From an optimization exercise on the open Yosys and OpenROAD flow, aimed at small area, a short achievable clock period and few clock cycles per item; shortcuts taken in it are not production practice.
Only the layout flow was run in this run; the RTL was not checked for function there.
Power figures rest on the tool's default switching activity, not on a simulated workload.

==> flow/design.v <==
module ray_grid_stepper #(
    parameter int COORD_W   = 13,
    parameter int CELL_LOG2 = 6,
    parameter int GRID_LOG2 = 6,
    parameter int FRAC_W    = 8,
    parameter int MAX_STEPS = 64,
    parameter int RAM_LAT   = 1
) (
    input  logic                       clock,
    input  logic                       resetn,
    input  logic                       start,
    input  logic                       mode,
    input  logic                       dir_neg,
    input  logic [COORD_W-1:0]         player_x,
    input  logic [COORD_W-1:0]         player_y,
    input  logic [COORD_W+FRAC_W-1:0]  slope,
    output logic                       busy,
    output logic                       done,
    output logic                       hit,
    output logic                       out_of_bounds,
    output logic                       step_limit,
    output logic [COORD_W-1:0]         hit_x,
    output logic [COORD_W-1:0]         hit_y,
    output logic [7:0]                 steps,
    output logic                       grid_rd_en,
    output logic [2*GRID_LOG2-1:0]     grid_addr,
    input  logic                       grid_data
);
    localparam int TW = 22;
    logic                  busy_r, done_r, hit_r;
    logic                  mode_r, dn_r;
    logic [14:0]           t_r;         
    logic [6:0]            th_r;        
    logic signed [7:0]     cp_r;        
    logic [6:0]            cnt_r;       
    logic                  cin_r;       
    logic signed [TW-1:0]  add_r;       
    logic [20:0]           slope_x;     
    logic signed [12:0]    p_in, s_in;
    logic                  ndn;
    logic [27:0]           vs, vc;
    logic [6:0]            low_sum;
    always_comb begin
        p_in    = mode ? player_x : player_y;
        s_in    = mode ? player_y : player_x;
        ndn     = !dir_neg;
        low_sum = {1'b0, vs[5:0]} + {1'b0, vc[5:0]};
    end
    logic cs1, cs2, cs3, cs4, cs5, cs6, cs7, cs8, cs9, cs10, cs11, cs12, cs13, cs14, cs15, cs16, cs17, cs18, cs19, cs20, cs21, cs22, cs23, cs24, cs25, cs26, cs27, cs28, cs29, cs30, cs31, cs32, cs33, cs34, cs35, cs36, cs37, cs38, cs39, cs40, cs41, cs42, cs43, cs44, cs45, cs46, cs47, cs48, cs49, cs50, cs51, cs52, cs53, cs54, cs55, cs56, cs57, cs58, cs59, cs60, cs61, cs62, cs63, cs64, cs65, cs66, cs67, cs68, cs69, cs70, cs71, cs72, cs73, cs74, cs75, cs76, cs77, cs78, cs79, cs80, cs81, cs82, cs83, cs84, cs85, cs86, cs87, cs88, cs89, cs90, cs91, cs92, cs93, cs94, cs95, cs96, cs97, cs98, cs99, cs100, cs101, cs102, cs103, cs104, cs105, cs106, cs107, cs108, cs109, cs110, cs111, cs112, cs113, cs114, cs115, cs116, cs117, cs118, cs119, cs120, cs121, cs122, cs123, cs124, cs125, cs126, cs127, cs128, cs129, cs130, cs131, cs132, cs133, cs134, cs135, cs136, cs137, cs138, cs139, cs140, cs141, cs142, cs143, cs144, cs145, cs146, cs147, cs148, cs149, cs150, cs151, cs152, cs153, cs154, cs155, cs156, cs157, cs158, cs159, cs160, cs161, cs162, cs163, cs164, cs165, cs166, cs167, cs168, cs169, cs170, cs171, cs172, cs173, cs174, cs175, cs176, cs177, cs178, cs179, cs180, cs181, cs182, cs183, cs184, cs185, cs186, cs187, cs188, cs189, cs190, cs191, cs192, cs193, cs194, cs195, cs196, cs197, cs198, cs199, cs200, cs201, cs202, cs203, cs204, cs205, cs206, cs207, cs208, cs209, cs210, cs211, cs212, cs213, cs214, cs215, cs216, cs217, cs218, cs219, cs220, cs221, cs222, cs223, cs224, cs225, cs226, cs227, cs228, cs229, cs230, cs231, cs232, cs233, cs234, cs235, cs236;
    assign cs1 = p_in[5] ^ (p_in[0] & ~slope[5]);
    assign cs2 = p_in[5] & (p_in[0] & ~slope[5]);
    assign cs3 = (ndn & slope[0]) ^ (p_in[0] & ~slope[6]) ^ (p_in[1] & ~slope[5]);
    assign cs4 = ((ndn & slope[0]) & (p_in[0] & ~slope[6])) | ((ndn & slope[0]) & (p_in[1] & ~slope[5])) | ((p_in[0] & ~slope[6]) & (p_in[1] & ~slope[5]));
    assign cs5 = (ndn & slope[1]) ^ (p_in[0] & ~slope[7]) ^ (p_in[1] & ~slope[6]);
    assign cs6 = ((ndn & slope[1]) & (p_in[0] & ~slope[7])) | ((ndn & slope[1]) & (p_in[1] & ~slope[6])) | ((p_in[0] & ~slope[7]) & (p_in[1] & ~slope[6]));
    assign cs7 = s_in[0] ^ (ndn & slope[2]) ^ (p_in[0] & ~slope[8]);
    assign cs8 = (s_in[0] & (ndn & slope[2])) | (s_in[0] & (p_in[0] & ~slope[8])) | ((ndn & slope[2]) & (p_in[0] & ~slope[8]));
    assign cs9 = (p_in[1] & ~slope[7]) ^ (p_in[2] & ~slope[6]);
    assign cs10 = (p_in[1] & ~slope[7]) & (p_in[2] & ~slope[6]);
    assign cs11 = s_in[1] ^ (ndn & slope[3]) ^ (p_in[0] & ~slope[9]);
    assign cs12 = (s_in[1] & (ndn & slope[3])) | (s_in[1] & (p_in[0] & ~slope[9])) | ((ndn & slope[3]) & (p_in[0] & ~slope[9]));
    assign cs13 = (p_in[1] & ~slope[8]) ^ (p_in[2] & ~slope[7]) ^ (p_in[3] & ~slope[6]);
    assign cs14 = ((p_in[1] & ~slope[8]) & (p_in[2] & ~slope[7])) | ((p_in[1] & ~slope[8]) & (p_in[3] & ~slope[6])) | ((p_in[2] & ~slope[7]) & (p_in[3] & ~slope[6]));
    assign cs15 = s_in[2] ^ (ndn & slope[4]) ^ (p_in[0] & ~slope[10]);
    assign cs16 = (s_in[2] & (ndn & slope[4])) | (s_in[2] & (p_in[0] & ~slope[10])) | ((ndn & slope[4]) & (p_in[0] & ~slope[10]));
    assign cs17 = (p_in[1] & ~slope[9]) ^ (p_in[2] & ~slope[8]) ^ (p_in[3] & ~slope[7]);
    assign cs18 = ((p_in[1] & ~slope[9]) & (p_in[2] & ~slope[8])) | ((p_in[1] & ~slope[9]) & (p_in[3] & ~slope[7])) | ((p_in[2] & ~slope[8]) & (p_in[3] & ~slope[7]));
    assign cs19 = s_in[3] ^ (ndn & slope[5]) ^ (p_in[0] & ~slope[11]);
    assign cs20 = (s_in[3] & (ndn & slope[5])) | (s_in[3] & (p_in[0] & ~slope[11])) | ((ndn & slope[5]) & (p_in[0] & ~slope[11]));
    assign cs21 = (p_in[1] & ~slope[10]) ^ (p_in[2] & ~slope[9]) ^ (p_in[3] & ~slope[8]);
    assign cs22 = ((p_in[1] & ~slope[10]) & (p_in[2] & ~slope[9])) | ((p_in[1] & ~slope[10]) & (p_in[3] & ~slope[8])) | ((p_in[2] & ~slope[9]) & (p_in[3] & ~slope[8]));
    assign cs23 = s_in[4] ^ (ndn & slope[6]) ^ (p_in[0] & ~slope[12]);
    assign cs24 = (s_in[4] & (ndn & slope[6])) | (s_in[4] & (p_in[0] & ~slope[12])) | ((ndn & slope[6]) & (p_in[0] & ~slope[12]));
    assign cs25 = (p_in[1] & ~slope[11]) ^ (p_in[2] & ~slope[10]) ^ (p_in[3] & ~slope[9]);
    assign cs26 = ((p_in[1] & ~slope[11]) & (p_in[2] & ~slope[10])) | ((p_in[1] & ~slope[11]) & (p_in[3] & ~slope[9])) | ((p_in[2] & ~slope[10]) & (p_in[3] & ~slope[9]));
    assign cs27 = s_in[5] ^ (ndn & slope[7]) ^ (p_in[0] & ~slope[13]);
    assign cs28 = (s_in[5] & (ndn & slope[7])) | (s_in[5] & (p_in[0] & ~slope[13])) | ((ndn & slope[7]) & (p_in[0] & ~slope[13]));
    assign cs29 = (p_in[1] & ~slope[12]) ^ (p_in[2] & ~slope[11]) ^ (p_in[3] & ~slope[10]);
    assign cs30 = ((p_in[1] & ~slope[12]) & (p_in[2] & ~slope[11])) | ((p_in[1] & ~slope[12]) & (p_in[3] & ~slope[10])) | ((p_in[2] & ~slope[11]) & (p_in[3] & ~slope[10]));
    assign cs31 = s_in[6] ^ (ndn & slope[8]) ^ (p_in[0] & ~slope[14]);
    assign cs32 = (s_in[6] & (ndn & slope[8])) | (s_in[6] & (p_in[0] & ~slope[14])) | ((ndn & slope[8]) & (p_in[0] & ~slope[14]));
    assign cs33 = (p_in[1] & ~slope[13]) ^ (p_in[2] & ~slope[12]) ^ (p_in[3] & ~slope[11]);
    assign cs34 = ((p_in[1] & ~slope[13]) & (p_in[2] & ~slope[12])) | ((p_in[1] & ~slope[13]) & (p_in[3] & ~slope[11])) | ((p_in[2] & ~slope[12]) & (p_in[3] & ~slope[11]));
    assign cs35 = s_in[7] ^ (ndn & slope[9]) ^ (p_in[0] & ~slope[15]);
    assign cs36 = (s_in[7] & (ndn & slope[9])) | (s_in[7] & (p_in[0] & ~slope[15])) | ((ndn & slope[9]) & (p_in[0] & ~slope[15]));
    assign cs37 = (p_in[1] & ~slope[14]) ^ (p_in[2] & ~slope[13]) ^ (p_in[3] & ~slope[12]);
    assign cs38 = ((p_in[1] & ~slope[14]) & (p_in[2] & ~slope[13])) | ((p_in[1] & ~slope[14]) & (p_in[3] & ~slope[12])) | ((p_in[2] & ~slope[13]) & (p_in[3] & ~slope[12]));
    assign cs39 = s_in[8] ^ (ndn & slope[10]) ^ (p_in[0] & ~slope[16]);
    assign cs40 = (s_in[8] & (ndn & slope[10])) | (s_in[8] & (p_in[0] & ~slope[16])) | ((ndn & slope[10]) & (p_in[0] & ~slope[16]));
    assign cs41 = (p_in[1] & ~slope[15]) ^ (p_in[2] & ~slope[14]) ^ (p_in[3] & ~slope[13]);
    assign cs42 = ((p_in[1] & ~slope[15]) & (p_in[2] & ~slope[14])) | ((p_in[1] & ~slope[15]) & (p_in[3] & ~slope[13])) | ((p_in[2] & ~slope[14]) & (p_in[3] & ~slope[13]));
    assign cs43 = s_in[9] ^ (ndn & slope[11]) ^ (p_in[0] & ~slope[17]);
    assign cs44 = (s_in[9] & (ndn & slope[11])) | (s_in[9] & (p_in[0] & ~slope[17])) | ((ndn & slope[11]) & (p_in[0] & ~slope[17]));
    assign cs45 = (p_in[1] & ~slope[16]) ^ (p_in[2] & ~slope[15]) ^ (p_in[3] & ~slope[14]);
    assign cs46 = ((p_in[1] & ~slope[16]) & (p_in[2] & ~slope[15])) | ((p_in[1] & ~slope[16]) & (p_in[3] & ~slope[14])) | ((p_in[2] & ~slope[15]) & (p_in[3] & ~slope[14]));
    assign cs47 = s_in[10] ^ (ndn & slope[12]) ^ (p_in[0] & ~slope[18]);
    assign cs48 = (s_in[10] & (ndn & slope[12])) | (s_in[10] & (p_in[0] & ~slope[18])) | ((ndn & slope[12]) & (p_in[0] & ~slope[18]));
    assign cs49 = (p_in[1] & ~slope[17]) ^ (p_in[2] & ~slope[16]) ^ (p_in[3] & ~slope[15]);
    assign cs50 = ((p_in[1] & ~slope[17]) & (p_in[2] & ~slope[16])) | ((p_in[1] & ~slope[17]) & (p_in[3] & ~slope[15])) | ((p_in[2] & ~slope[16]) & (p_in[3] & ~slope[15]));
    assign cs51 = s_in[11] ^ (ndn & slope[13]) ^ (p_in[0] & ~slope[19]);
    assign cs52 = (s_in[11] & (ndn & slope[13])) | (s_in[11] & (p_in[0] & ~slope[19])) | ((ndn & slope[13]) & (p_in[0] & ~slope[19]));
    assign cs53 = (p_in[1] & ~slope[18]) ^ (p_in[2] & ~slope[17]) ^ (p_in[3] & ~slope[16]);
    assign cs54 = ((p_in[1] & ~slope[18]) & (p_in[2] & ~slope[17])) | ((p_in[1] & ~slope[18]) & (p_in[3] & ~slope[16])) | ((p_in[2] & ~slope[17]) & (p_in[3] & ~slope[16]));
    assign cs55 = ~s_in[12] ^ (ndn & slope[14]) ^ ~(p_in[0] & ~slope[20]);
    assign cs56 = (~s_in[12] & (ndn & slope[14])) | (~s_in[12] & ~(p_in[0] & ~slope[20])) | ((ndn & slope[14]) & ~(p_in[0] & ~slope[20]));
    assign cs57 = (p_in[1] & ~slope[19]) ^ (p_in[2] & ~slope[18]) ^ (p_in[3] & ~slope[17]);
    assign cs58 = ((p_in[1] & ~slope[19]) & (p_in[2] & ~slope[18])) | ((p_in[1] & ~slope[19]) & (p_in[3] & ~slope[17])) | ((p_in[2] & ~slope[18]) & (p_in[3] & ~slope[17]));
    assign cs59 = (ndn & slope[15]) ^ ~(p_in[1] & ~slope[20]) ^ (p_in[2] & ~slope[19]);
    assign cs60 = ((ndn & slope[15]) & ~(p_in[1] & ~slope[20])) | ((ndn & slope[15]) & (p_in[2] & ~slope[19])) | (~(p_in[1] & ~slope[20]) & (p_in[2] & ~slope[19]));
    assign cs61 = p_in[3] ^ (p_in[0] & ~slope[3]);
    assign cs62 = p_in[3] & (p_in[0] & ~slope[3]);
    assign cs63 = p_in[4] ^ (p_in[0] & ~slope[4]) ^ (p_in[1] & ~slope[3]);
    assign cs64 = (p_in[4] & (p_in[0] & ~slope[4])) | (p_in[4] & (p_in[1] & ~slope[3])) | ((p_in[0] & ~slope[4]) & (p_in[1] & ~slope[3]));
    assign cs65 = (p_in[2] & ~slope[2]) ^ (p_in[3] & ~slope[1]);
    assign cs66 = (p_in[2] & ~slope[2]) & (p_in[3] & ~slope[1]);
    assign cs67 = (p_in[1] & ~slope[4]) ^ (p_in[2] & ~slope[3]) ^ (p_in[3] & ~slope[2]);
    assign cs68 = ((p_in[1] & ~slope[4]) & (p_in[2] & ~slope[3])) | ((p_in[1] & ~slope[4]) & (p_in[3] & ~slope[2])) | ((p_in[2] & ~slope[3]) & (p_in[3] & ~slope[2]));
    assign cs69 = (p_in[4] & ~slope[1]) ^ (p_in[5] & ~slope[0]) ^ cs1;
    assign cs70 = ((p_in[4] & ~slope[1]) & (p_in[5] & ~slope[0])) | ((p_in[4] & ~slope[1]) & cs1) | ((p_in[5] & ~slope[0]) & cs1);
    assign cs71 = (p_in[2] & ~slope[4]) ^ (p_in[3] & ~slope[3]) ^ (p_in[4] & ~slope[2]);
    assign cs72 = ((p_in[2] & ~slope[4]) & (p_in[3] & ~slope[3])) | ((p_in[2] & ~slope[4]) & (p_in[4] & ~slope[2])) | ((p_in[3] & ~slope[3]) & (p_in[4] & ~slope[2]));
    assign cs73 = (p_in[5] & ~slope[1]) ^ cs2 ^ cs3;
    assign cs74 = ((p_in[5] & ~slope[1]) & cs2) | ((p_in[5] & ~slope[1]) & cs3) | (cs2 & cs3);
    assign cs75 = (p_in[2] & ~slope[5]) ^ (p_in[3] & ~slope[4]) ^ (p_in[4] & ~slope[3]);
    assign cs76 = ((p_in[2] & ~slope[5]) & (p_in[3] & ~slope[4])) | ((p_in[2] & ~slope[5]) & (p_in[4] & ~slope[3])) | ((p_in[3] & ~slope[4]) & (p_in[4] & ~slope[3]));
    assign cs77 = (p_in[5] & ~slope[2]) ^ cs4 ^ cs5;
    assign cs78 = ((p_in[5] & ~slope[2]) & cs4) | ((p_in[5] & ~slope[2]) & cs5) | (cs4 & cs5);
    assign cs79 = (p_in[3] & ~slope[5]) ^ (p_in[4] & ~slope[4]) ^ (p_in[5] & ~slope[3]);
    assign cs80 = ((p_in[3] & ~slope[5]) & (p_in[4] & ~slope[4])) | ((p_in[3] & ~slope[5]) & (p_in[5] & ~slope[3])) | ((p_in[4] & ~slope[4]) & (p_in[5] & ~slope[3]));
    assign cs81 = cs9 ^ cs6 ^ cs7;
    assign cs82 = (cs9 & cs6) | (cs9 & cs7) | (cs6 & cs7);
    assign cs83 = (p_in[4] & ~slope[5]) ^ (p_in[5] & ~slope[4]) ^ cs10;
    assign cs84 = ((p_in[4] & ~slope[5]) & (p_in[5] & ~slope[4])) | ((p_in[4] & ~slope[5]) & cs10) | ((p_in[5] & ~slope[4]) & cs10);
    assign cs85 = cs8 ^ cs11 ^ cs13;
    assign cs86 = (cs8 & cs11) | (cs8 & cs13) | (cs11 & cs13);
    assign cs87 = (p_in[4] & ~slope[6]) ^ (p_in[5] & ~slope[5]) ^ cs12;
    assign cs88 = ((p_in[4] & ~slope[6]) & (p_in[5] & ~slope[5])) | ((p_in[4] & ~slope[6]) & cs12) | ((p_in[5] & ~slope[5]) & cs12);
    assign cs89 = cs14 ^ cs15 ^ cs17;
    assign cs90 = (cs14 & cs15) | (cs14 & cs17) | (cs15 & cs17);
    assign cs91 = (p_in[4] & ~slope[7]) ^ (p_in[5] & ~slope[6]) ^ cs16;
    assign cs92 = ((p_in[4] & ~slope[7]) & (p_in[5] & ~slope[6])) | ((p_in[4] & ~slope[7]) & cs16) | ((p_in[5] & ~slope[6]) & cs16);
    assign cs93 = cs18 ^ cs19 ^ cs21;
    assign cs94 = (cs18 & cs19) | (cs18 & cs21) | (cs19 & cs21);
    assign cs95 = (p_in[4] & ~slope[8]) ^ (p_in[5] & ~slope[7]) ^ cs20;
    assign cs96 = ((p_in[4] & ~slope[8]) & (p_in[5] & ~slope[7])) | ((p_in[4] & ~slope[8]) & cs20) | ((p_in[5] & ~slope[7]) & cs20);
    assign cs97 = cs22 ^ cs23 ^ cs25;
    assign cs98 = (cs22 & cs23) | (cs22 & cs25) | (cs23 & cs25);
    assign cs99 = (p_in[4] & ~slope[9]) ^ (p_in[5] & ~slope[8]) ^ cs24;
    assign cs100 = ((p_in[4] & ~slope[9]) & (p_in[5] & ~slope[8])) | ((p_in[4] & ~slope[9]) & cs24) | ((p_in[5] & ~slope[8]) & cs24);
    assign cs101 = cs26 ^ cs27 ^ cs29;
    assign cs102 = (cs26 & cs27) | (cs26 & cs29) | (cs27 & cs29);
    assign cs103 = (p_in[4] & ~slope[10]) ^ (p_in[5] & ~slope[9]) ^ cs28;
    assign cs104 = ((p_in[4] & ~slope[10]) & (p_in[5] & ~slope[9])) | ((p_in[4] & ~slope[10]) & cs28) | ((p_in[5] & ~slope[9]) & cs28);
    assign cs105 = cs30 ^ cs31 ^ cs33;
    assign cs106 = (cs30 & cs31) | (cs30 & cs33) | (cs31 & cs33);
    assign cs107 = (p_in[4] & ~slope[11]) ^ (p_in[5] & ~slope[10]) ^ cs32;
    assign cs108 = ((p_in[4] & ~slope[11]) & (p_in[5] & ~slope[10])) | ((p_in[4] & ~slope[11]) & cs32) | ((p_in[5] & ~slope[10]) & cs32);
    assign cs109 = cs34 ^ cs35 ^ cs37;
    assign cs110 = (cs34 & cs35) | (cs34 & cs37) | (cs35 & cs37);
    assign cs111 = (p_in[4] & ~slope[12]) ^ (p_in[5] & ~slope[11]) ^ cs36;
    assign cs112 = ((p_in[4] & ~slope[12]) & (p_in[5] & ~slope[11])) | ((p_in[4] & ~slope[12]) & cs36) | ((p_in[5] & ~slope[11]) & cs36);
    assign cs113 = cs38 ^ cs39 ^ cs41;
    assign cs114 = (cs38 & cs39) | (cs38 & cs41) | (cs39 & cs41);
    assign cs115 = (p_in[4] & ~slope[13]) ^ (p_in[5] & ~slope[12]) ^ cs40;
    assign cs116 = ((p_in[4] & ~slope[13]) & (p_in[5] & ~slope[12])) | ((p_in[4] & ~slope[13]) & cs40) | ((p_in[5] & ~slope[12]) & cs40);
    assign cs117 = cs42 ^ cs43 ^ cs45;
    assign cs118 = (cs42 & cs43) | (cs42 & cs45) | (cs43 & cs45);
    assign cs119 = (p_in[4] & ~slope[14]) ^ (p_in[5] & ~slope[13]) ^ cs44;
    assign cs120 = ((p_in[4] & ~slope[14]) & (p_in[5] & ~slope[13])) | ((p_in[4] & ~slope[14]) & cs44) | ((p_in[5] & ~slope[13]) & cs44);
    assign cs121 = cs46 ^ cs47 ^ cs49;
    assign cs122 = (cs46 & cs47) | (cs46 & cs49) | (cs47 & cs49);
    assign cs123 = (p_in[4] & ~slope[15]) ^ (p_in[5] & ~slope[14]) ^ cs48;
    assign cs124 = ((p_in[4] & ~slope[15]) & (p_in[5] & ~slope[14])) | ((p_in[4] & ~slope[15]) & cs48) | ((p_in[5] & ~slope[14]) & cs48);
    assign cs125 = cs50 ^ cs51 ^ cs53;
    assign cs126 = (cs50 & cs51) | (cs50 & cs53) | (cs51 & cs53);
    assign cs127 = (p_in[4] & ~slope[16]) ^ (p_in[5] & ~slope[15]) ^ cs52;
    assign cs128 = ((p_in[4] & ~slope[16]) & (p_in[5] & ~slope[15])) | ((p_in[4] & ~slope[16]) & cs52) | ((p_in[5] & ~slope[15]) & cs52);
    assign cs129 = cs54 ^ cs55 ^ cs57;
    assign cs130 = (cs54 & cs55) | (cs54 & cs57) | (cs55 & cs57);
    assign cs131 = (p_in[3] & ~slope[18]) ^ (p_in[4] & ~slope[17]) ^ (p_in[5] & ~slope[16]);
    assign cs132 = ((p_in[3] & ~slope[18]) & (p_in[4] & ~slope[17])) | ((p_in[3] & ~slope[18]) & (p_in[5] & ~slope[16])) | ((p_in[4] & ~slope[17]) & (p_in[5] & ~slope[16]));
    assign cs133 = cs56 ^ cs58 ^ cs59;
    assign cs134 = (cs56 & cs58) | (cs56 & cs59) | (cs58 & cs59);
    assign cs135 = (ndn & slope[16]) ^ ~(p_in[2] & ~slope[20]) ^ (p_in[3] & ~slope[19]);
    assign cs136 = ((ndn & slope[16]) & ~(p_in[2] & ~slope[20])) | ((ndn & slope[16]) & (p_in[3] & ~slope[19])) | (~(p_in[2] & ~slope[20]) & (p_in[3] & ~slope[19]));
    assign cs137 = (p_in[4] & ~slope[18]) ^ (p_in[5] & ~slope[17]) ^ cs60;
    assign cs138 = ((p_in[4] & ~slope[18]) & (p_in[5] & ~slope[17])) | ((p_in[4] & ~slope[18]) & cs60) | ((p_in[5] & ~slope[17]) & cs60);
    assign cs139 = (ndn & slope[17]) ^ ~(p_in[3] & ~slope[20]) ^ (p_in[4] & ~slope[19]);
    assign cs140 = ((ndn & slope[17]) & ~(p_in[3] & ~slope[20])) | ((ndn & slope[17]) & (p_in[4] & ~slope[19])) | (~(p_in[3] & ~slope[20]) & (p_in[4] & ~slope[19]));
    assign cs141 = p_in[2] ^ (p_in[0] & ~slope[2]);
    assign cs142 = p_in[2] & (p_in[0] & ~slope[2]);
    assign cs143 = (p_in[1] & ~slope[2]) ^ (p_in[2] & ~slope[1]) ^ (p_in[3] & ~slope[0]);
    assign cs144 = ((p_in[1] & ~slope[2]) & (p_in[2] & ~slope[1])) | ((p_in[1] & ~slope[2]) & (p_in[3] & ~slope[0])) | ((p_in[2] & ~slope[1]) & (p_in[3] & ~slope[0]));
    assign cs145 = (p_in[4] & ~slope[0]) ^ cs62 ^ cs65;
    assign cs146 = ((p_in[4] & ~slope[0]) & cs62) | ((p_in[4] & ~slope[0]) & cs65) | (cs62 & cs65);
    assign cs147 = cs66 ^ cs64 ^ cs67;
    assign cs148 = (cs66 & cs64) | (cs66 & cs67) | (cs64 & cs67);
    assign cs149 = cs68 ^ cs71 ^ cs70;
    assign cs150 = (cs68 & cs71) | (cs68 & cs70) | (cs71 & cs70);
    assign cs151 = cs72 ^ cs75 ^ cs74;
    assign cs152 = (cs72 & cs75) | (cs72 & cs74) | (cs75 & cs74);
    assign cs153 = cs76 ^ cs79 ^ cs78;
    assign cs154 = (cs76 & cs79) | (cs76 & cs78) | (cs79 & cs78);
    assign cs155 = cs80 ^ cs83 ^ cs82;
    assign cs156 = (cs80 & cs83) | (cs80 & cs82) | (cs83 & cs82);
    assign cs157 = cs84 ^ cs86 ^ cs87;
    assign cs158 = (cs84 & cs86) | (cs84 & cs87) | (cs86 & cs87);
    assign cs159 = cs88 ^ cs90 ^ cs91;
    assign cs160 = (cs88 & cs90) | (cs88 & cs91) | (cs90 & cs91);
    assign cs161 = cs92 ^ cs94 ^ cs95;
    assign cs162 = (cs92 & cs94) | (cs92 & cs95) | (cs94 & cs95);
    assign cs163 = cs96 ^ cs98 ^ cs99;
    assign cs164 = (cs96 & cs98) | (cs96 & cs99) | (cs98 & cs99);
    assign cs165 = cs100 ^ cs102 ^ cs103;
    assign cs166 = (cs100 & cs102) | (cs100 & cs103) | (cs102 & cs103);
    assign cs167 = cs104 ^ cs106 ^ cs107;
    assign cs168 = (cs104 & cs106) | (cs104 & cs107) | (cs106 & cs107);
    assign cs169 = cs108 ^ cs110 ^ cs111;
    assign cs170 = (cs108 & cs110) | (cs108 & cs111) | (cs110 & cs111);
    assign cs171 = cs112 ^ cs114 ^ cs115;
    assign cs172 = (cs112 & cs114) | (cs112 & cs115) | (cs114 & cs115);
    assign cs173 = cs116 ^ cs118 ^ cs119;
    assign cs174 = (cs116 & cs118) | (cs116 & cs119) | (cs118 & cs119);
    assign cs175 = cs120 ^ cs122 ^ cs123;
    assign cs176 = (cs120 & cs122) | (cs120 & cs123) | (cs122 & cs123);
    assign cs177 = cs124 ^ cs126 ^ cs127;
    assign cs178 = (cs124 & cs126) | (cs124 & cs127) | (cs126 & cs127);
    assign cs179 = cs131 ^ cs128 ^ cs130;
    assign cs180 = (cs131 & cs128) | (cs131 & cs130) | (cs128 & cs130);
    assign cs181 = cs132 ^ cs135 ^ cs134;
    assign cs182 = (cs132 & cs135) | (cs132 & cs134) | (cs135 & cs134);
    assign cs183 = (p_in[5] & ~slope[18]) ^ cs136 ^ cs139;
    assign cs184 = ((p_in[5] & ~slope[18]) & cs136) | ((p_in[5] & ~slope[18]) & cs139) | (cs136 & cs139);
    assign cs185 = (ndn & slope[18]) ^ ~(p_in[4] & ~slope[20]) ^ (p_in[5] & ~slope[19]);
    assign cs186 = ((ndn & slope[18]) & ~(p_in[4] & ~slope[20])) | ((ndn & slope[18]) & (p_in[5] & ~slope[19])) | (~(p_in[4] & ~slope[20]) & (p_in[5] & ~slope[19]));
    assign cs187 = p_in[1] ^ (p_in[0] & ~slope[1]);
    assign cs188 = p_in[1] & (p_in[0] & ~slope[1]);
    assign cs189 = (p_in[1] & ~slope[1]) ^ (p_in[2] & ~slope[0]) ^ cs141;
    assign cs190 = ((p_in[1] & ~slope[1]) & (p_in[2] & ~slope[0])) | ((p_in[1] & ~slope[1]) & cs141) | ((p_in[2] & ~slope[0]) & cs141);
    assign cs191 = cs142 ^ cs61 ^ cs143;
    assign cs192 = (cs142 & cs61) | (cs142 & cs143) | (cs61 & cs143);
    assign cs193 = cs144 ^ cs63 ^ cs145;
    assign cs194 = (cs144 & cs63) | (cs144 & cs145) | (cs63 & cs145);
    assign cs195 = cs146 ^ cs69 ^ cs147;
    assign cs196 = (cs146 & cs69) | (cs146 & cs147) | (cs69 & cs147);
    assign cs197 = cs148 ^ cs73 ^ cs149;
    assign cs198 = (cs148 & cs73) | (cs148 & cs149) | (cs73 & cs149);
    assign cs199 = cs77 ^ cs150 ^ cs151;
    assign cs200 = (cs77 & cs150) | (cs77 & cs151) | (cs150 & cs151);
    assign cs201 = cs81 ^ cs152 ^ cs153;
    assign cs202 = (cs81 & cs152) | (cs81 & cs153) | (cs152 & cs153);
    assign cs203 = cs85 ^ cs154 ^ cs155;
    assign cs204 = (cs85 & cs154) | (cs85 & cs155) | (cs154 & cs155);
    assign cs205 = cs89 ^ cs156 ^ cs157;
    assign cs206 = (cs89 & cs156) | (cs89 & cs157) | (cs156 & cs157);
    assign cs207 = cs93 ^ cs158 ^ cs159;
    assign cs208 = (cs93 & cs158) | (cs93 & cs159) | (cs158 & cs159);
    assign cs209 = cs97 ^ cs160 ^ cs161;
    assign cs210 = (cs97 & cs160) | (cs97 & cs161) | (cs160 & cs161);
    assign cs211 = cs101 ^ cs162 ^ cs163;
    assign cs212 = (cs101 & cs162) | (cs101 & cs163) | (cs162 & cs163);
    assign cs213 = cs105 ^ cs164 ^ cs165;
    assign cs214 = (cs105 & cs164) | (cs105 & cs165) | (cs164 & cs165);
    assign cs215 = cs109 ^ cs166 ^ cs167;
    assign cs216 = (cs109 & cs166) | (cs109 & cs167) | (cs166 & cs167);
    assign cs217 = cs113 ^ cs168 ^ cs169;
    assign cs218 = (cs113 & cs168) | (cs113 & cs169) | (cs168 & cs169);
    assign cs219 = cs117 ^ cs170 ^ cs171;
    assign cs220 = (cs117 & cs170) | (cs117 & cs171) | (cs170 & cs171);
    assign cs221 = cs121 ^ cs172 ^ cs173;
    assign cs222 = (cs121 & cs172) | (cs121 & cs173) | (cs172 & cs173);
    assign cs223 = cs125 ^ cs174 ^ cs175;
    assign cs224 = (cs125 & cs174) | (cs125 & cs175) | (cs174 & cs175);
    assign cs225 = cs129 ^ cs176 ^ cs177;
    assign cs226 = (cs129 & cs176) | (cs129 & cs177) | (cs176 & cs177);
    assign cs227 = cs133 ^ cs178 ^ cs179;
    assign cs228 = (cs133 & cs178) | (cs133 & cs179) | (cs178 & cs179);
    assign cs229 = cs137 ^ cs180 ^ cs181;
    assign cs230 = (cs137 & cs180) | (cs137 & cs181) | (cs180 & cs181);
    assign cs231 = cs183 ^ cs138 ^ cs182;
    assign cs232 = (cs183 & cs138) | (cs183 & cs182) | (cs138 & cs182);
    assign cs233 = cs185 ^ cs140 ^ cs184;
    assign cs234 = (cs185 & cs140) | (cs185 & cs184) | (cs140 & cs184);
    assign cs235 = (ndn & slope[19]) ^ ~(p_in[5] & ~slope[20]) ^ cs186;
    assign cs236 = ((ndn & slope[19]) & ~(p_in[5] & ~slope[20])) | ((ndn & slope[19]) & cs186) | (~(p_in[5] & ~slope[20]) & cs186);
    assign vs[0] = p_in[0];
    assign vs[1] = cs187;
    assign vs[2] = cs188;
    assign vs[3] = cs190;
    assign vs[4] = cs192;
    assign vs[5] = cs194;
    assign vs[6] = cs196;
    assign vs[7] = cs198;
    assign vs[8] = cs200;
    assign vs[9] = cs202;
    assign vs[10] = cs204;
    assign vs[11] = cs206;
    assign vs[12] = cs208;
    assign vs[13] = cs210;
    assign vs[14] = cs212;
    assign vs[15] = cs214;
    assign vs[16] = cs216;
    assign vs[17] = cs218;
    assign vs[18] = cs220;
    assign vs[19] = cs222;
    assign vs[20] = cs224;
    assign vs[21] = cs226;
    assign vs[22] = cs228;
    assign vs[23] = cs230;
    assign vs[24] = cs232;
    assign vs[25] = cs234;
    assign vs[26] = cs236;
    assign vs[27] = 1'b1;
    assign vc[0] = (p_in[0] & ~slope[0]);
    assign vc[1] = (p_in[1] & ~slope[0]);
    assign vc[2] = cs189;
    assign vc[3] = cs191;
    assign vc[4] = cs193;
    assign vc[5] = cs195;
    assign vc[6] = cs197;
    assign vc[7] = cs199;
    assign vc[8] = cs201;
    assign vc[9] = cs203;
    assign vc[10] = cs205;
    assign vc[11] = cs207;
    assign vc[12] = cs209;
    assign vc[13] = cs211;
    assign vc[14] = cs213;
    assign vc[15] = cs215;
    assign vc[16] = cs217;
    assign vc[17] = cs219;
    assign vc[18] = cs221;
    assign vc[19] = cs223;
    assign vc[20] = cs225;
    assign vc[21] = cs227;
    assign vc[22] = cs229;
    assign vc[23] = cs231;
    assign vc[24] = cs233;
    assign vc[25] = cs235;
    assign vc[26] = ~(ndn & slope[20]);
    assign vc[27] = 1'b0;
    logic                  first;
    logic [14:0]           sum_lo;
    logic [7:0]            a_hi, b_hi;
    logic                  hi_zero;
    logic [14:0]           t_nxt;
    logic signed [7:0]     cp_nxt;
    logic                  nxt_oob, probe_valid, hit_now, finish;
    always_comb begin
        first       = cnt_r[6];
        sum_lo      = {1'b0, t_r[13:0]} + {1'b0, add_r[13:0]} + {14'd0, cin_r};
        a_hi        = {th_r, t_r[14]};
        b_hi        = add_r[21:14];
        hi_zero     = ((a_hi[0] ^ b_hi[0]) == sum_lo[14]) && ((a_hi[6:0] | b_hi[6:0]) == (a_hi[7:1] ^ b_hi[7:1]));
        t_nxt       = {a_hi[0] ^ b_hi[0] ^ sum_lo[14], sum_lo[13:0]};
        cp_nxt      = cp_r + (dn_r ? -8'sd1 : 8'sd1);
        nxt_oob     = (cp_nxt[7:6] != 2'b00) || !hi_zero;
        probe_valid = !first;
        hit_now     = probe_valid && grid_data;
        finish      = hit_now || nxt_oob;
    end
    always_ff @(posedge clock) begin
        if (!resetn) begin
            busy_r <= 1'b0;
            done_r <= 1'b0;
        end else if (busy_r) begin
            busy_r <= !finish;
            done_r <= finish;
        end else begin
            busy_r <= start;
            done_r <= 1'b0;
        end
    end
    always_ff @(posedge clock) begin
        hit_r <= hit_now;
        slope_x <= dir_neg ? ~slope : slope;
        th_r    <= busy_r ? 7'd0 : vs[27:21];
        if (!busy_r) begin
            mode_r  <= mode;
            dn_r    <= dir_neg;
            add_r   <= vc[27:6];
            cin_r   <= low_sum[6];
            t_r     <= vs[20:6];
            cp_r    <= {p_in[12], p_in[12:6]};
            cnt_r   <= 7'h7f;
        end else begin
            cnt_r <= cnt_r + 7'd1;
            if (first) begin
                add_r <= {slope_x[20], slope_x};
                cin_r <= dn_r;
            end
            if (!hit_now) begin
                t_r  <= t_nxt;
                cp_r <= cp_nxt;
            end
        end
    end
    logic [6:0] line_idx;
    always_comb begin
        busy          = busy_r;
        done          = done_r;
        hit           = hit_r;
        out_of_bounds = !hit_r;
        step_limit    = 1'b0;
        line_idx      = cp_r[6:0] + {6'd0, dn_r};
        hit_x         = mode_r ? {line_idx, 6'd0} : t_r[14:2];
        hit_y         = mode_r ? t_r[14:2] : {line_idx, 6'd0};
        steps         = {1'b0, cnt_r};
        grid_rd_en    = 1'b1;
        grid_addr     = mode_r ? {t_nxt[13:8], cp_nxt[5:0]} : {cp_nxt[5:0], t_nxt[13:8]};
    end
endmodule
==> flow/flow/run.sh <==
#!/bin/bash
set -o pipefail
export BUFFER_PORTS_ARGS="-buffer_cell sky130_fd_sc_hd__buf_1"
bash standard.sh SETUP_SLACK_MARGIN=5.0 finish > standard.log 2>&1
==> flow/standard.sh <==
#!/bin/bash
# synth_recipe.tcl (not shown) runs the flow's synth.tcl, then flattens the netlist and writes it again
# the make line also repeats each setting of config.mk as NAME=value (left out here)
make -C /OpenROAD-flow-scripts/flow DESIGN_CONFIG=/design/flow/config.mk WORK_HOME=/design/flow/orfs CLKGATE_MAP_FILE= SYNTH_SCRIPT=/design/flow/synth_recipe.tcl "${@:-finish}"
==> flow/config.mk <==
export PLATFORM = sky130hd
export DESIGN_NAME = ray_grid_stepper
export DESIGN_NICKNAME = ray_grid_stepper
export VERILOG_FILES = /design/flow/design.v
export SDC_FILE = /design/flow/constraint.sdc
export NUM_CORES = 4
export LEC_CHECK = 0
export CAP_MARGIN = 20
export CORE_MARGIN = 2
export CORE_UTILIZATION = 40
export PLACE_DENSITY = 0.6
export SLEW_MARGIN = 20
==> flow/constraint.sdc <==
create_clock -name core_clock -period 11.0 [get_ports {clock}]
set_input_delay 2.2000 -clock core_clock [delete_from_list [all_inputs] [get_ports {clock}]]
set_output_delay 2.2000 -clock core_clock [all_outputs]
set_load 0.01 [all_outputs]
==> results.cfg <==
[status]
status = no timing/DRC/antenna violations

[synthesis]
synth.cell_area_um2 = 8900
syn_avg_cell_area_um2 = 9.69
ys_seq_elements = 86
synth_edf_count = 47
synthDistinctLibCells = 57
ys_async_sr_fraction_pct = 0
ys_warn_count = 1
synthFlopType = edfxtp_1
syn_inst = 919
yosysSeqAreaShare_pct = 24.6

[timing]
final-setup-viol-count = 0
fmax_mhz = 178
relSlewSlack_pct = 45.1
fin_crit_ns = 5.63
worst_slack_ns = 5.37
rsz0062_at_grt = no
hold_viol = 0
fin_crit_sh_pct = 51.2
finalMaxSlewViolations = 0
skew_ns = 0.00985
setup_tns_ns = 0
tightest_slew_ns = 0.800

[power_and_ir_drop]
power_frac_comb_pct = 59.0
p_switching_uw = 877
vdd_ir_drop_max_mv = 0.0847
p_int_uw = 1140
seqPwrFrac_pct = 25.6
p_per_area_nw_per_um2 = 205
p_sw_share_pct = 43.4
p_leak_uw = 0.00448
clkPwrFrac_pct = 15.4

[floorplanning]
num_io_pins = 105
die_h_um = 153
chipWidth_um = 153
start_util_pct = 40.8
rows = 54
die_area_um2 = 23500
core_area_um2 = 21800

[worst_setup_path]
critPathLaunchType = input port
cp_max_fo = 30
arrival_ns = 5.73
r2r_cells = 9
reg2reg_from = cin_r$_DFFE_PP_
reg2reg_to = t_r[12]$_DFFE_PP_
reg2reg_setup_slack_ns = 7.98
cp.required_ns = 11.10
path_class = in2reg
critPathCaptureType = flop

[clock_network]
cts_resized = 0
cts_tree = yes
ctsHoldBuffers = 0
clk_path_buf_depth = 2
cts_made_buffers = 9
htreeDepth = 3
insertion_delay_ns = 0.35
clockRootBuffer = clkbuf_16
clock-sinks = 86
clk_pin_slew_ns = 0.06
post_cts_buffers = 0

[placed_design]
dp_hpwl_um = 16700
dp_slack_ns = 5.00
portBuffers = 101
dp_cells = 1273
postPlaceCellArea_um2 = 9560
globalplace.congestion = 0.793

[final_layout]
num_antenna_cells = 0
num-nets-final = 1233
final_util_pct = 45.1
layout-drive-gt1-share_pct = 11.8
fin_area_um2 = 9850
area_delta_synth_final_pct = 10.7
layout.cells.non_filler = 1289

[global_routing]
grt_max_degree = 71
globalRouteTotalUtil_pct = 19.1
grt_antenna_before_repair = 0
grt_pass1_wl_um = 35500
grt_pass1_vias = 6616
grt.overflow.total = 0

[min_path]
min_path_cells = 1
min_from = cnt_r[0]$_SDFF_PN1_
hold_path.class = reg2reg
holdPathEnd = cnt_r[0]$_SDFF_PN1_

[routing]
detail_route.first_pass.iterations = 5
routed_wl_um = 21600
route.detailed.drc = 0
vias_per_cell = 4.98
vias = 6424
ant_nets = 0
drt-initial-drc-count = 456
wire_per_inst_um = 16.7

[run]
cap_violations = 0
## synthesized netlist by cell type (4+ instances only)
cell / number / area [µm²]
o31ai_1: 8 / 60.1
fa_1: 115 / 2300
nor2b_1: 19 / 119
o21ai_0: 21 / 105
xnor2_1: 17 / 149
mux2_2: 33 / 372
buf_4: 4 / 30.0
and2_1: 8 / 50.1
a21oi_1: 28 / 140
mux2i_1: 26 / 260
and3_1: 5 / 31.3
nand3_1: 13 / 65.1
dfxtp_1: 39 / 781
nand2_1: 33 / 124
nor2_1: 105 / 394
nor4_1: 6 / 37.5
nand2b_1: 6 / 37.5
ha_1: 61 / 763
inv_1: 168 / 631
nand4_1: 4 / 25.0
xor2_1: 11 / 96.3
clkbuf_1: 29 / 109
edfxtp_1: 47 / 1410
a21o_1: 5 / 37.5
or2_2: 49 / 307
buf_2: 5 / 25.0
nand3b_1: 4 / 30.0
## cells in the final DEF, fill, tap and decap left out, types with 4 or more instances in the layout
cell type / n
nand3b_1: 4
buf_4: 12
edfxtp_1: 47
buf_1: 100
mux2_2: 33
xor2_1: 11
nand2_1: 33
a21oi_1: 28
nand4_1: 4
a21o_1: 5
clkbuf_16: 9
mux2i_1: 25
nor4_1: 6
nor2_1: 105
xnor2_1: 17
and3_1: 5
nor2b_1: 19
or2_2: 49
ha_1: 61
o21ai_0: 21
inv_1: 168
nand3_1: 13
nand2b_1: 6
dfxtp_1: 38
o31ai_1: 8
fa_1: 115
and2_1: 8
## state kept, by name, indices dropped and copies added (netlist names)
signal	flops
add_r	22
busy_r	1
cin_r	1
cnt_r	7
cp_r	8
dn_r	1
done_r	1
hit_r	1
mode_r	1
slope_x	21
t_r	15
th_r	7
## layout make-up
cell class	count	area, µm²
Tap cell	280	350
Inverter	168	631
Clock inverter	6	62.6
Timing Repair Buffer	113	470
Multi-Input combinational cell	626	5920
Clock buffer	10	229
Fill cell	2146	12000
Sequential cell	86	2190
## worst max-delay path by stage
stage / to / start
6_report: add_r[12]$_DFFE_PP_ / mode
5_1_grt: t_r[13]$_DFFE_PP_ / mode
3_5_place_dp: add_r[12]$_DFFE_PP_ / mode
4_1_cts: add_r[12]$_DFFE_PP_ / mode
3_3_place_gp: add_r[12]$_DFFE_PP_ / mode
2_1_floorplan: add_r[12]$_DFFE_PP_ / mode
## per-layer routing
metal	wire length [µm]	vias to the layer above	global-route usage [%]
met5	0	-	0
met4	170	0	3.35
met3	1160	12	3.88
met2	10000	166	31.0
met1	10200	3138	27.0
li1	-	3108	-
## worst max-delay path, cell delays in order
cell      delay, ns
clkbuf_2       0.07
buf_4          0.40
mux2i_1        0.23
buf_4          0.29
nor2_1         0.11
fa_1           0.56
inv_1          0.06
fa_1           0.46
fa_1           0.52
inv_1          0.05
fa_1           0.46
mux2_2         0.27
## per-stage QoR
stage               hold WS, ns  total power, µW
floorplan                 0.439             1390
global placement          0.422             1680
detailed placement        0.430             1710
CTS                       0.445             2040
global route              0.465             2220
finish                    0.438             2020
## cells by family (layout without fill, tap and decap cells)
logic type                 after synthesis  after routing  share of synthesized area, %
buffers and inverters                  208            297                          9.01
AOI/OAI and AO/OA                       99             99                          7.62
and+or+nand+nor                        261            261                          14.4
xor gates and xnor gates                28             28                          2.75
adders and majority gates              176            176                          34.4
muxes                                   59             59                          7.10
other                                    2              3                        0.0843
DFF                                     86             86                          24.6
## power groups by stage
stage,logic [µW],registers (µW),clock network [µW]
global route,1360,528,331
detailed placement,1190,525,0
global placement,1160,522,0
floorplan,885,500,0
finish,1190,518,311
CTS,1200,518,319

-- port drivers added, routing unchanged --
The results above use ideal ports. As a check the final layout listed here was re-extracted and re-timed, cells and wires unchanged. Step 1: set_driving_cell puts a clkbuf_16 on clock and a buf_2 on each other input, an assumption about the parent block. Step 2 moves the port delays by t, midway between the first and last clock arrival at a register: inputs arrive t later, outputs are due t later. That takes back most of the time a late clock gives input paths. Three values: ideal ports, drivers, drivers and shift; two values: the first two.
t (ns): 0.383
setup WS [ns]: 5.370 / 5.389 / 5.006
worst register clock-pin slew, ns: 0.07 / 0.07
worst slew at a driven data input, ns: 0.05
After both steps setup and hold are still met in this run. The setup slack of this run moves by +0.019 ns with the drivers and by -0.364 ns with both steps.
